From an optimization exercise on the open Yosys and OpenROAD flow, aimed at small area, a short achievable clock period and few clock cycles per item; shortcuts taken in it are not production practice. RTL that was checked went through simulation tests only; none was proved equivalent to the original.

==> flow/design.v <==
module gimli_non_linear_permutation (
  input  logic [31:0] i_x,
  input  logic [31:0] i_y,
  input  logic [31:0] i_z,
  output logic [31:0] o_x,
  output logic [31:0] o_y,
  output logic [31:0] o_z
);
  logic [31:0] w_x;
  logic [31:0] w_y;
  assign w_x = {i_x[7:0], i_x[31:8]};
  assign w_y = {i_y[22:0], i_y[31:23]};
  assign o_z = w_x ^ (i_z << 1) ^ ((w_y & i_z) << 2);
  assign o_y = w_y ^ w_x ^ ((w_x | i_z) << 1);
  assign o_x = i_z ^ w_y ^ ((w_x & w_y) << 3);
endmodule
module gimli_round #(
  parameter bit STATIC_PHASE = 1'b0,
  parameter int PHASE        = 0
) (
  input  logic [383:0] i_state,
  input  logic [4:0]   i_round,
  output logic [383:0] o_state
);
  localparam logic [31:0] RC_BASE = 32'h9e377900;
  logic [11:0][31:0] w_in;
  logic [11:0][31:0] w_sp;
  logic [1:0]        w_phase;
  assign w_in    = i_state;
  assign w_phase = STATIC_PHASE ? 2'(PHASE) : i_round[1:0];
  for (genvar j = 0; j < 4; j++) begin : g_sp
    gimli_non_linear_permutation u_sp (
      .i_x (w_in[j]),
      .i_y (w_in[j+4]),
      .i_z (w_in[j+8]),
      .o_x (w_sp[j]),
      .o_y (w_sp[j+4]),
      .o_z (w_sp[j+8])
    );
  end
  always_comb begin
    o_state = w_sp;
    if (w_phase == 2'b00) begin
      o_state[31:0]   = w_sp[1] ^ RC_BASE ^ {27'd0, i_round};
      o_state[63:32]  = w_sp[0];
      o_state[95:64]  = w_sp[3];
      o_state[127:96] = w_sp[2];
    end else if (w_phase == 2'b10) begin
      o_state[31:0]   = w_sp[2];
      o_state[63:32]  = w_sp[3];
      o_state[95:64]  = w_sp[0];
      o_state[127:96] = w_sp[1];
    end
  end
endmodule
module gimli_permutation_core #(
  parameter int NUMBER_OF_ROUNDS = 24
) (
  input  logic         clk,
  input  logic         rst,
  input  logic [383:0] din_state,
  input  logic         din_valid,
  output logic         din_ready,
  output logic [383:0] dout_state,
  output logic         dout_valid,
  input  logic         dout_ready,
  output logic         busy
);
  localparam int K = 2;
  logic         r_run;     
  logic         r_done;    
  logic [4:0]   r_round;   
  logic [383:0] r_state;
  logic         w_take;
  logic         w_last;
  logic [4:0]   w_round_base;
  logic [K:0][383:0] w_blk;
  assign din_ready = !r_run && (!r_done || dout_ready);
  assign w_take    = din_valid && din_ready;
  assign w_last    = (r_round == 5'(K));
  assign w_round_base = (K % 4 == 0) ? {r_round[4:2], 2'b00} :
                        (K % 2 == 0) ? {r_round[4:1], 1'b0} : r_round;
  for (genvar j = 0; j < K; j++) begin : g_rnd
    gimli_round #(
      .STATIC_PHASE ((K % 4 == 0) || (K % 2 == 0 && j % 2 == 1)),
      .PHASE        ((4 - (j % 4)) % 4)
    ) u_round (
      .i_state (w_blk[j]),
      .i_round (w_round_base - 5'(j)),
      .o_state (w_blk[j+1])
    );
  end
  localparam int NSEL = 48;
  logic [NSEL-1:0] r_sel;
  always_ff @(posedge clk or posedge rst) begin
    if (rst) begin
      r_sel <= '0;
    end else begin
      for (int i = 0; i < NSEL; i++) r_sel[i] <= r_sel[i] ? !w_last : w_take;
    end
  end
  for (genvar b = 0; b < 384; b++) begin : g_in
    assign w_blk[0][b] = r_sel[(b * NSEL) / 384] ? r_state[b] : din_state[b];
  end
  always_ff @(posedge clk) begin
    if (r_run || w_take) r_state <= w_blk[K];
  end
  always_ff @(posedge clk or posedge rst) begin
    if (rst) begin
      r_run   <= 1'b0;
      r_done  <= 1'b0;
      r_round <= 5'(NUMBER_OF_ROUNDS);
    end else if (r_run) begin
      if (w_last) begin
        r_run   <= 1'b0;
        r_done  <= 1'b1;
        r_round <= 5'(NUMBER_OF_ROUNDS);
      end else begin
        r_round <= r_round - 5'(K);
      end
    end else if (w_take) begin
      if (NUMBER_OF_ROUNDS == K) begin
        r_done  <= 1'b1;
      end else begin
        r_run   <= 1'b1;
        r_done  <= 1'b0;
        r_round <= r_round - 5'(K);
      end
    end else if (r_done && dout_ready) begin
      r_done <= 1'b0;
    end
  end
  assign busy       = r_run && !rst;
  assign dout_valid = r_done && !rst;
  assign dout_state = r_state;
endmodule
==> flow/config.mk <==
export PLATFORM = sky130hd
export DESIGN_NAME = gimli_permutation_core
export DESIGN_NICKNAME = gimli_permutation_core
export VERILOG_FILES = /design/flow/design.v
export SDC_FILE = /design/flow/constraint.sdc
export NUM_CORES = 4
export LEC_CHECK = 0
export CAP_MARGIN = 20
export CORE_MARGIN = 2
export CORE_UTILIZATION = 60
export PLACE_DENSITY = 0.75
export SETUP_SLACK_MARGIN = 0.5
export SLEW_MARGIN = 20
==> flow/constraint.sdc <==
create_clock -name core_clock -period 3.5 [get_ports {clk}]
set_input_delay 0.7000 -clock core_clock [delete_from_list [all_inputs] [get_ports {clk}]]
set_output_delay 0.7000 -clock core_clock [all_outputs]
set_load 0.01 [all_outputs]
standard.sh (not shown) runs the stock make flow with config.mk's settings and CLKGATE_MAP_FILE= SYNTH_SCRIPT=/design/flow/synth_recipe.tcl, a recipe that flattens the netlist after the stock synthesis.
==> flow/flow/run.sh <==
#!/bin/bash
# Own layout flow: the standard layout (standard.sh), with the port
# buffers made as sky130_fd_sc_hd__buf_1 instead of the delay buffer that
# buffer_ports picks by default. Every input and output port still gets its
# own buffer; the resizer may resize them like any other cell.
set -euo pipefail
export BUFFER_PORTS_ARGS="-buffer_cell sky130_fd_sc_hd__buf_1"
bash standard.sh finish > standard_flow.log 2>&1
The baseline finished clean.
Testbench counts at the start, summed over its fixed seeds: cycles 1,544, items 128.
Edit:
--- a/flow/design.v
+++ b/flow/design.v
@@ -88,11 +88,11 @@
       .i_state (w_blk[j]),
       .i_round (w_round_base - 5'(j)),
       .o_state (w_blk[j+1])
     );
   end
-  localparam int NSEL = 48;
+  localparam int NSEL = 96;
   logic [NSEL-1:0] r_sel;
   always_ff @(posedge clk or posedge rst) begin
     if (rst) begin
       r_sel <= '0;
     end else begin
=> The new run finished with timing, DRC and antenna clean. Non-clock buffer count went down by 60. Worst setup slack gets better by 0.065 ns. Design area rises by 2.7%. Maximum frequency went up by 2.2%. Critical path depth climbs by 2. Routed wire length grows by 1.5%. Core utilization falls by 2.3 points. Via count goes up by 1.1%. Synthesized cell count rose by 5.2%. Sequential cell count went up by 48. Hold slack gets better by 0.091 ns. Final cell count increases by 3.2%.
Function not checked in the second run of this note: the RTL went through the layout flow alone.

[re-timing with driven ports]
The results above use ideal ports. As a check the final layouts listed here were re-extracted and re-timed, cells and wires unchanged. Step 1 assumes that a clkbuf_16 drives the clock port and a buf_2 every other input. Step 2 moves the port delays by t, midway between the first and last clock arrival at a register: inputs arrive t later, outputs are due t later. That takes back most of the time a late clock gives input paths. Slacks: no drivers / after step 1 / after step 2; pairs: no drivers / after step 1.
run | t (ns) | setup slack, ns | worst slew at a driven data input, ns | cell pins on the clock port's net
the first run | 0.679 | 0.412 / 0.412 / 0.231 | 0.06 | 1
the second run | 0.694 | 0.478 / 0.478 / 0.201 | 0.13 | 1
After both steps setup and hold are still met in every run listed. For the second run, which loses most, drivers alone change the setup slack by 0.000 ns; drivers and shift together by -0.277 ns.
